From an optimization exercise on the open Yosys and OpenROAD flow, aimed at small area and a short achievable clock period; shortcuts taken in it are not production practice. No activity file was given, so power comes from the tool's default toggle rates.

==> flow/design.v <==
module note_sequencer #(
  parameter int DEPTH     = 64,
  parameter int DUR_W     = 16,
  parameter int TICK_DIV  = 16,
  parameter int DEB_TICKS = 10
) (
  input  logic                         clk,
  input  logic                         rst_n,
  input  logic [4:0]                   key_code,
  input  logic                         rec_n,
  input  logic                         play_n,
  input  logic                         stop_n,
  output logic [4:0]                   note_out,
  output logic [1:0]                   state_out,
  output logic                         full,
  output logic [$clog2(DEPTH+1)-1:0]   evt_count
);
  localparam int CW  = $clog2(DEPTH+1);
  localparam int AW  = (DEPTH > 1) ? $clog2(DEPTH) : 1;
  localparam int TW  = (TICK_DIV > 1) ? $clog2(TICK_DIV) : 1;
  localparam int DBW = $clog2(DEB_TICKS+1);
  localparam int EW  = 5 + DUR_W;
  localparam int RL  = DEPTH - 2;            
  localparam logic [4:0] SILENCE = 5'b11111;
  localparam logic [1:0] S_IDLE = 2'b00, S_REC = 2'b01, S_PLAY = 2'b10;
  logic [1:0]        state, state_nx, state_o;
  logic [1:0]        state_n;
  logic [4:0]        note_nx, note_o;
  logic              full_nx;
  logic [CW-1:0]     evt_n, evt_c, evt_nx;
  logic [4:0]        key_s1, key_s2;
  logic [2:0]        btn_s1, btn_s2;
  logic [2:0]        press;
  logic              stop_p, rec_p, play_p;
  logic [TW-1:0]     tick_cnt;
  logic              tick, tick_nx;
  logic [4:0]        cand, stable;
  logic [DBW-1:0]    deb_cnt, deb_next;
  logic              chg;
  logic [4:0]        note_n;                 
  logic [DUR_W-1:0]  dur, dur_plus, dur_m, dur_step, dur_nx;
  logic              dnz, dmax, d1;          
  logic [AW-1:0]     addr;
  logic [CW-1:0]     addr_inc;
  logic              pload;
  logic [EW-1:0]     wr_data, pdata;
  logic              wr_en, wr_ring, sat, rec_close, full_hit, last, pdone, idle_rec, play_go;
  logic              d_clr, d_ld, d_step;
  logic [EW-1:0]     slot0, slot1;           
  logic [EW-1:0]     ring  [RL];             
  logic [EW-1:0]     ring_d [RL];
  logic [EW-1:0]     wbuf;                   
  logic              wpend, wpend_nx;
  logic [5:0]        wpos;                   
  logic [5:0]        npos;                   
  logic [EW-1:0]     nxt;                    
  logic [5:0]        rpos;                   
  logic [5:0]        ph;                     
  logic [5:0]        ph_nx, ph_pv, wpos_nx, rpos_nx, npos_nx1, npos_nx2;
  logic [4:0]        ph_t1, npos_t1, wpos_t1, rpos_t1, rpos_t2;
  logic              r_adv2;
  logic [4:0]        wtap, rtap;             
  logic [EW-1:0]     tap_d [5];
  logic [EW-1:0]     cap_d;
  always_ff @(posedge clk) begin
    key_s1 <= key_code;
    key_s2 <= key_s1;
  end
  always_ff @(posedge clk or negedge rst_n) begin
    if (!rst_n) begin
      btn_s1 <= 3'b111;
      btn_s2 <= 3'b111;
      press  <= 3'b000;
    end else begin
      btn_s1 <= {stop_n, rec_n, play_n};
      btn_s2 <= btn_s1;
      press  <= btn_s2 & ~btn_s1;
    end
  end
  assign stop_p = press[2];
  assign rec_p  = press[1];
  assign play_p = press[0];
  assign tick_nx = (tick_cnt == TW'(TICK_DIV-2));
  always_ff @(posedge clk or negedge rst_n) begin
    if (!rst_n) begin
      tick_cnt <= '0;
      tick     <= 1'b0;
    end else begin
      tick_cnt <= tick_cnt + 1'b1;
      tick     <= tick_nx;
    end
  end
  always_comb begin
    deb_next = DBW'(1);
    if (key_s2 == cand)
      deb_next = (deb_cnt == DBW'(DEB_TICKS)) ? deb_cnt : deb_cnt + 1'b1;
  end
  always_ff @(posedge clk or negedge rst_n) begin
    if (!rst_n) begin
      cand    <= SILENCE;
      stable  <= SILENCE;
      deb_cnt <= '0;
    end else begin
      if (tick) begin
        cand    <= key_s2;
        deb_cnt <= deb_next;
        if (deb_next >= DBW'(DEB_TICKS) && key_s2 != stable) begin
          stable <= key_s2;
        end
      end
    end
  end
  always_ff @(posedge clk)
    chg <= tick && deb_next >= DBW'(DEB_TICKS) && key_s2 != stable;
  always_comb begin
    dur_m     = {DUR_W{state == S_PLAY}};
    dur_step  = dur_m ^ ((dur ^ dur_m) + 1'b1);
    dur_plus  = dur;
    sat       = dmax;
    rec_close = (state == S_REC) && (chg || sat || stop_p);
    wr_en     = rec_close && dnz;
    wr_ring   = wr_en && (evt_c[AW-1:1] != '0);
    wr_data   = {~note_n, dur_plus};
    full_hit  = wr_en && (evt_c == CW'(DEPTH-1));
    idle_rec  = !stop_p && rec_p;
    play_go   = !stop_p && !rec_p && play_p && (evt_c != '0);
    addr_inc  = CW'(addr) + 1'b1;
    last      = (addr_inc == evt_c);
    pdone     = (state == S_PLAY) && !pload && tick && d1;
    pdata     = nxt;
    d_clr     = ((state == S_IDLE) && idle_rec) || ((state == S_REC) && rec_close);
    d_ld      = (state == S_PLAY) && pload && !stop_p;
    d_step    = (tick_nx && state == S_REC) || (tick && state == S_PLAY && !pload);
    dur_nx    = d_clr ? DUR_W'(tick_nx) : d_ld ? pdata[DUR_W-1:0] : d_step ? dur_step : dur;
  end
  always_comb begin
    ph_nx    = (ph   == 6'(RL-1)) ? 6'd0 : ph   + 6'd1;
    ph_pv    = (ph   == 6'd0) ? 6'(RL-1) : ph - 6'd1;
    npos_nx1 = (npos == 6'(RL-1)) ? 6'd0 : npos + 6'd1;
    npos_nx2 = (npos == 6'(RL-2)) ? 6'd0 : (npos == 6'(RL-1)) ? 6'd1 : npos + 6'd2;
    wpos_nx  = wr_ring ? npos_nx1 : ((wpos == 6'(RL-1)) ? 6'd0 : wpos + 6'd1);
    wpend_nx = wr_ring || (wpend && !(|wtap));
    ph_t1    = {ph   == 6'd49, ph   == 6'd37, ph   == 6'd25, ph   == 6'd12, ph   == 6'(RL-1)};
    npos_t1  = {npos == 6'd49, npos == 6'd37, npos == 6'd25, npos == 6'd12, npos == 6'(RL-1)};
    wpos_t1  = {wpos == 6'd49, wpos == 6'd37, wpos == 6'd25, wpos == 6'd12, wpos == 6'(RL-1)};
    rpos_t1  = {rpos == 6'd49, rpos == 6'd37, rpos == 6'd25, rpos == 6'd12, rpos == 6'(RL-1)};
    rpos_t2  = {rpos == 6'd48, rpos == 6'd36, rpos == 6'd24, rpos == 6'd11, rpos == 6'(RL-2)};
    r_adv2   = pload && addr[AW-1:1] != '0 && !stop_p;
    if (state != S_PLAY)
      rpos_nx = ph_nx;
    else if (r_adv2)
      rpos_nx = (rpos == 6'(RL-2)) ? 6'd0 : (rpos == 6'(RL-1)) ? 6'd1 : rpos + 6'd2;
    else
      rpos_nx = (rpos == 6'(RL-1)) ? 6'd0 : rpos + 6'd1;
    for (int j = 0; j < RL; j++) ring_d[j] = ring[(j + RL - 1) % RL];
    tap_d[0] = wtap[0] ? wbuf : ring[0];
    tap_d[1] = wtap[1] ? wbuf : ring[13];
    tap_d[2] = wtap[2] ? wbuf : ring[26];
    tap_d[3] = wtap[3] ? wbuf : ring[38];
    tap_d[4] = wtap[4] ? wbuf : ring[50];
    ring_d[1]  = tap_d[0];
    ring_d[14] = tap_d[1];
    ring_d[27] = tap_d[2];
    ring_d[39] = tap_d[3];
    ring_d[51] = tap_d[4];
    cap_d = '0;
    for (int k = 0; k < 5; k++) cap_d = cap_d | ({EW{rtap[k]}} & tap_d[k]);
  end
  always_ff @(posedge clk) begin
    for (int j = 0; j < RL; j++) ring[j] <= ring_d[j];
    if (state != S_PLAY)
      nxt <= slot0;
    else if (pload && addr == AW'(0))
      nxt <= slot1;
    else if (|rtap && addr != AW'(0))
      nxt <= cap_d;
    if (wr_en && evt_c[AW-1:0] == AW'(0)) slot0 <= wr_data;
    if (wr_en && evt_c[AW-1:0] == AW'(1)) slot1 <= wr_data;
    if (wr_en) wbuf <= wr_data;
  end
  always_ff @(posedge clk or negedge rst_n) begin
    if (!rst_n) begin
      ph    <= '0;
      wpend <= 1'b0;
      wtap  <= '0;
    end else begin
      ph    <= ph_nx;
      wpend <= wpend_nx;
      wtap  <= wr_ring ? npos_t1 : (wpend && !(|wtap)) ? wpos_t1 : 5'b0;
    end
  end
  always_ff @(posedge clk) begin
    if ((state == S_IDLE) && idle_rec) npos <= ph_pv;
    else if (wr_en)                    npos <= npos_nx2;
    else                               npos <= npos_nx1;
  end
  always_ff @(posedge clk) begin
    wpos <= wpos_nx;
    rpos <= rpos_nx;
    rtap <= (state != S_PLAY) ? ph_t1 : r_adv2 ? rpos_t2 : rpos_t1;
  end
  always_comb begin
    state_nx = state;
    note_nx  = ~note_n;
    full_nx  = full;
    evt_nx   = evt_c;
    case (state)
      S_IDLE: begin
        note_nx = stable;
        if (idle_rec) begin
          state_nx = S_REC;
          evt_nx   = '0;
          full_nx  = 1'b0;
        end else if (play_go) begin
          state_nx = S_PLAY;
        end
      end
      S_REC: begin
        note_nx = stable;
        if (wr_en) evt_nx = evt_c + 1'b1;
        if (full_hit) begin
          full_nx  = 1'b1;
          state_nx = S_IDLE;
        end else if (stop_p) begin
          state_nx = S_IDLE;
        end
      end
      S_PLAY: begin
        if (stop_p) begin
          state_nx = S_IDLE;
          note_nx  = stable;
        end else if (pload) begin
          note_nx = pdata[EW-1:DUR_W];
        end else if (pdone && last) begin
          state_nx = S_IDLE;
        end
      end
      default: state_nx = S_IDLE;
    endcase
  end
  always_ff @(posedge clk or negedge rst_n) begin
    if (!rst_n) begin
      state_n   <= 2'b11;
      state_o   <= S_IDLE;
      note_n    <= '0;
      note_o    <= SILENCE;
      full      <= 1'b0;
      evt_n     <= '1;
      evt_count <= '0;
    end else begin
      state_n   <= ~state_nx;
      state_o   <= state_nx;
      note_n    <= ~note_nx;
      note_o    <= note_nx;
      full      <= full_nx;
      evt_n     <= ~evt_nx;
      evt_count <= evt_nx;
    end
  end
  assign state = ~state_n;
  assign evt_c = ~evt_n;
  always_ff @(posedge clk) begin
    dur  <= dur_nx;
    dnz  <= tick_nx || (!d_clr && dnz);
    dmax <= tick_nx && !d_clr && (dur == {{(DUR_W-1){1'b1}}, 1'b0});
    d1   <= !d_clr && (d_ld ? (pdata[DUR_W-1:0] == DUR_W'(1)) :
                       d_step ? (dur == DUR_W'(2)) : d1);
    case (state)
      S_IDLE: begin
        if (!idle_rec && play_go) begin
          addr  <= '0;
          pload <= 1'b1;
        end
      end
      S_PLAY: begin
        if (stop_p) begin
          pload <= 1'b0;
        end else if (pload) begin
          pload <= 1'b0;
        end else if (pdone && !last) begin
          addr  <= addr + 1'b1;
          pload <= 1'b1;
        end
      end
      default: ;
    endcase
  end
  assign state_out = state_o;
  assign note_out  = note_o;
endmodule
Settings: LEC_CHECK=0, CAP_MARGIN=20, CORE_MARGIN=2, CORE_UTILIZATION=60, CTS_CLUSTER_DIAMETER=80, CTS_CLUSTER_SIZE=30, SETUP_SLACK_MARGIN=2.75, SLEW_MARGIN=20; clock period 5.0 ns.
run.sh (not shown) runs the stock make flow with config.mk's settings and CLKGATE_MAP_FILE= SYNTH_SCRIPT=/design/flow/synth_recipe.tcl, a recipe that flattens the netlist after the stock synthesis.
Rerun with:
--- a/flow/design.v
+++ b/flow/design.v
@@ -26,10 +26,11 @@
   logic [1:0]        state, state_nx, state_o;
   logic [1:0]        state_n;
   logic [4:0]        note_nx, note_o;
   logic              full_nx;
   logic [CW-1:0]     evt_n, evt_c, evt_nx;
+  logic              e0, e1, e63;            
   logic [4:0]        key_s1, key_s2;
   logic [2:0]        btn_s1, btn_s2;
   logic [2:0]        press;
   logic              stop_p, rec_p, play_p;
   logic [TW-1:0]     tick_cnt;
@@ -111,29 +112,31 @@
     end
   end
   always_ff @(posedge clk)
     chg <= tick && deb_next >= DBW'(DEB_TICKS) && key_s2 != stable;
   always_comb begin
-    dur_m     = {DUR_W{state == S_PLAY}};
-    dur_step  = dur_m ^ ((dur ^ dur_m) + 1'b1);
+    if (state == S_PLAY)   
+      dur_step = {dur[0] ^ dur[14] ^ dur[13] ^ dur[11], dur[15:1]};
+    else                   
+      dur_step = {dur[14:0], dur[15] ^ dur[13] ^ dur[12] ^ dur[10]};
     dur_plus  = dur;
     sat       = dmax;
     rec_close = (state == S_REC) && (chg || sat || stop_p);
     wr_en     = rec_close && dnz;
-    wr_ring   = wr_en && (evt_c[AW-1:1] != '0);
+    wr_ring   = wr_en && !e0 && !e1;
     wr_data   = {~note_n, dur_plus};
-    full_hit  = wr_en && (evt_c == CW'(DEPTH-1));
+    full_hit  = wr_en && e63;
     idle_rec  = !stop_p && rec_p;
-    play_go   = !stop_p && !rec_p && play_p && (evt_c != '0);
+    play_go   = !stop_p && !rec_p && play_p && !e0;
     addr_inc  = CW'(addr) + 1'b1;
     last      = (addr_inc == evt_c);
     pdone     = (state == S_PLAY) && !pload && tick && d1;
     pdata     = nxt;
     d_clr     = ((state == S_IDLE) && idle_rec) || ((state == S_REC) && rec_close);
     d_ld      = (state == S_PLAY) && pload && !stop_p;
     d_step    = (tick_nx && state == S_REC) || (tick && state == S_PLAY && !pload);
-    dur_nx    = d_clr ? DUR_W'(tick_nx) : d_ld ? pdata[DUR_W-1:0] : d_step ? dur_step : dur;
+    dur_nx    = d_clr ? (tick_nx ? 16'h0002 : 16'h0001) : d_ld ? pdata[DUR_W-1:0] : d_step ? dur_step : dur;
   end
   always_comb begin
     ph_nx    = (ph   == 6'(RL-1)) ? 6'd0 : ph   + 6'd1;
     ph_pv    = (ph   == 6'd0) ? 6'(RL-1) : ph - 6'd1;
     npos_nx1 = (npos == 6'(RL-1)) ? 6'd0 : npos + 6'd1;
@@ -172,12 +175,12 @@
       nxt <= slot0;
     else if (pload && addr == AW'(0))
       nxt <= slot1;
     else if (|rtap && addr != AW'(0))
       nxt <= cap_d;
-    if (wr_en && evt_c[AW-1:0] == AW'(0)) slot0 <= wr_data;
-    if (wr_en && evt_c[AW-1:0] == AW'(1)) slot1 <= wr_data;
+    if (wr_en && e0) slot0 <= wr_data;
+    if (wr_en && e1) slot1 <= wr_data;
     if (wr_en) wbuf <= wr_data;
   end
   always_ff @(posedge clk or negedge rst_n) begin
     if (!rst_n) begin
       ph    <= '0;
@@ -245,28 +248,34 @@
       note_n    <= '0;
       note_o    <= SILENCE;
       full      <= 1'b0;
       evt_n     <= '1;
       evt_count <= '0;
+      e0        <= 1'b1;
+      e1        <= 1'b0;
+      e63       <= 1'b0;
     end else begin
       state_n   <= ~state_nx;
       state_o   <= state_nx;
       note_n    <= ~note_nx;
       note_o    <= note_nx;
       full      <= full_nx;
       evt_n     <= ~evt_nx;
       evt_count <= evt_nx;
+      e0        <= (evt_nx == CW'(0));
+      e1        <= (evt_nx == CW'(1));
+      e63       <= (evt_nx == CW'(DEPTH-1));
     end
   end
   assign state = ~state_n;
   assign evt_c = ~evt_n;
   always_ff @(posedge clk) begin
     dur  <= dur_nx;
     dnz  <= tick_nx || (!d_clr && dnz);
-    dmax <= tick_nx && !d_clr && (dur == {{(DUR_W-1){1'b1}}, 1'b0});
-    d1   <= !d_clr && (d_ld ? (pdata[DUR_W-1:0] == DUR_W'(1)) :
-                       d_step ? (dur == DUR_W'(2)) : d1);
+    dmax <= tick_nx && !d_clr && (dur == 16'h8000);
+    d1   <= !d_clr && (d_ld ? (pdata[DUR_W-1:0] == 16'h0002) :
+                       d_step ? (dur == 16'h0004) : d1);
     case (state)
       S_IDLE: begin
         if (!idle_rec && play_go) begin
           addr  <= '0;
           pload <= 1'b1;
Cell area hardly moves.
Setup slack is better by 0.0048 ns.
Cell count falls by 0.34%.
Die area barely changes.
Maximum frequency stays flat.
Global-route usage stays flat.
Wire length falls by 1.2%.
Clock-buffer cell count rises by 6.
Power hardly moves.
Clock power rises by about 2%.
Sequential share of layout area rises by 0.44 points.
Via count falls by 1.4%.
No run of this note included a check of the RTL's function; only the layout flow was run.

========
RTL: the design.v shown in full above, as it stands there.
make LEC_CHECK=0 CAP_MARGIN=20 CORE_MARGIN=2 CORE_UTILIZATION=60 CTS_CLUSTER_DIAMETER=80 CTS_CLUSTER_SIZE=30 SETUP_SLACK_MARGIN=2.95 SLEW_MARGIN=20 finish   # period 5.0 ns
==> next run, changes <==
--- a/flow/design.v
+++ b/flow/design.v
@@ -29,4 +29,5 @@
   logic              full_nx;
   logic [CW-1:0]     evt_n, evt_c, evt_nx;
+  logic              e0, e1, e63;            
   logic [4:0]        key_s1, key_s2;
   logic [2:0]        btn_s1, btn_s2;
@@ -114,15 +115,17 @@
     chg <= tick && deb_next >= DBW'(DEB_TICKS) && key_s2 != stable;
   always_comb begin
-    dur_m     = {DUR_W{state == S_PLAY}};
-    dur_step  = dur_m ^ ((dur ^ dur_m) + 1'b1);
+    if (state == S_PLAY)   
+      dur_step = {dur[0] ^ dur[14] ^ dur[13] ^ dur[11], dur[15:1]};
+    else                   
+      dur_step = {dur[14:0], dur[15] ^ dur[13] ^ dur[12] ^ dur[10]};
     dur_plus  = dur;
     sat       = dmax;
     rec_close = (state == S_REC) && (chg || sat || stop_p);
     wr_en     = rec_close && dnz;
-    wr_ring   = wr_en && (evt_c[AW-1:1] != '0);
+    wr_ring   = wr_en && !e0 && !e1;
     wr_data   = {~note_n, dur_plus};
-    full_hit  = wr_en && (evt_c == CW'(DEPTH-1));
+    full_hit  = wr_en && e63;
     idle_rec  = !stop_p && rec_p;
-    play_go   = !stop_p && !rec_p && play_p && (evt_c != '0);
+    play_go   = !stop_p && !rec_p && play_p && !e0;
     addr_inc  = CW'(addr) + 1'b1;
     last      = (addr_inc == evt_c);
@@ -132,5 +135,5 @@
     d_ld      = (state == S_PLAY) && pload && !stop_p;
     d_step    = (tick_nx && state == S_REC) || (tick && state == S_PLAY && !pload);
-    dur_nx    = d_clr ? DUR_W'(tick_nx) : d_ld ? pdata[DUR_W-1:0] : d_step ? dur_step : dur;
+    dur_nx    = d_clr ? (tick_nx ? 16'h0002 : 16'h0001) : d_ld ? pdata[DUR_W-1:0] : d_step ? dur_step : dur;
   end
   always_comb begin
@@ -175,6 +178,6 @@
     else if (|rtap && addr != AW'(0))
       nxt <= cap_d;
-    if (wr_en && evt_c[AW-1:0] == AW'(0)) slot0 <= wr_data;
-    if (wr_en && evt_c[AW-1:0] == AW'(1)) slot1 <= wr_data;
+    if (wr_en && e0) slot0 <= wr_data;
+    if (wr_en && e1) slot1 <= wr_data;
     if (wr_en) wbuf <= wr_data;
   end
@@ -248,4 +251,7 @@
       evt_n     <= '1;
       evt_count <= '0;
+      e0        <= 1'b1;
+      e1        <= 1'b0;
+      e63       <= 1'b0;
     end else begin
       state_n   <= ~state_nx;
@@ -256,4 +262,7 @@
       evt_n     <= ~evt_nx;
       evt_count <= evt_nx;
+      e0        <= (evt_nx == CW'(0));
+      e1        <= (evt_nx == CW'(1));
+      e63       <= (evt_nx == CW'(DEPTH-1));
     end
   end
@@ -263,7 +272,7 @@
     dur  <= dur_nx;
     dnz  <= tick_nx || (!d_clr && dnz);
-    dmax <= tick_nx && !d_clr && (dur == {{(DUR_W-1){1'b1}}, 1'b0});
-    d1   <= !d_clr && (d_ld ? (pdata[DUR_W-1:0] == DUR_W'(1)) :
-                       d_step ? (dur == DUR_W'(2)) : d1);
+    dmax <= tick_nx && !d_clr && (dur == 16'h8000);
+    d1   <= !d_clr && (d_ld ? (pdata[DUR_W-1:0] == 16'h0002) :
+                       d_step ? (dur == 16'h0004) : d1);
     case (state)
       S_IDLE: begin
Combinational power went up by about 5%.
Final area went down by about 0.7%.
Clock-buffer cell count stays the same.
Register-to-register slack is about the same.
Non-clock buffer count went down by 2.
Global-route usage went down by 0.70 points.
Setup slack improved by 13 ps.
Total power went down by about 0.6%.
Wire length went down by 4.5%.
Core utilization went down by 0.38 points.
Via count went down by 2.2%.
Worst hold slack got worse by 16 ps.
Function was not checked in any run of this note: the RTL went through the layout flow alone.

[afterwards: timing with drivers on the ports]
How much do the figures lean on ideal ports? The routed layouts below were timed once more, with nothing changed but the port constraints.
Step 1, drivers: a clkbuf_16 drives clk and a buf_2 each remaining input, both assumed.
Step 2 moves the port delays by t, midway between the first and last clock arrival at a register: inputs arrive t later, outputs are due t later. That takes back most of the time a late clock gives input paths.
a / b / c = no drivers / after step 1 / after step 2; a / b = the first two.
run	shift t [ns]	slack for setup (ns)	worst slew at a driven data input, ns
the first run of note 1	0.713	2.691 / 2.632 / 2.804	0.03
the second run of note 1	0.711	2.696 / 2.638 / 2.780	0.03
the first run of note 2	0.716	2.697 / 2.636 / 2.804	0.03
the second run of note 2	0.697	2.711 / 2.649 / 2.795	0.03
After both steps setup and hold are still met in every run listed.
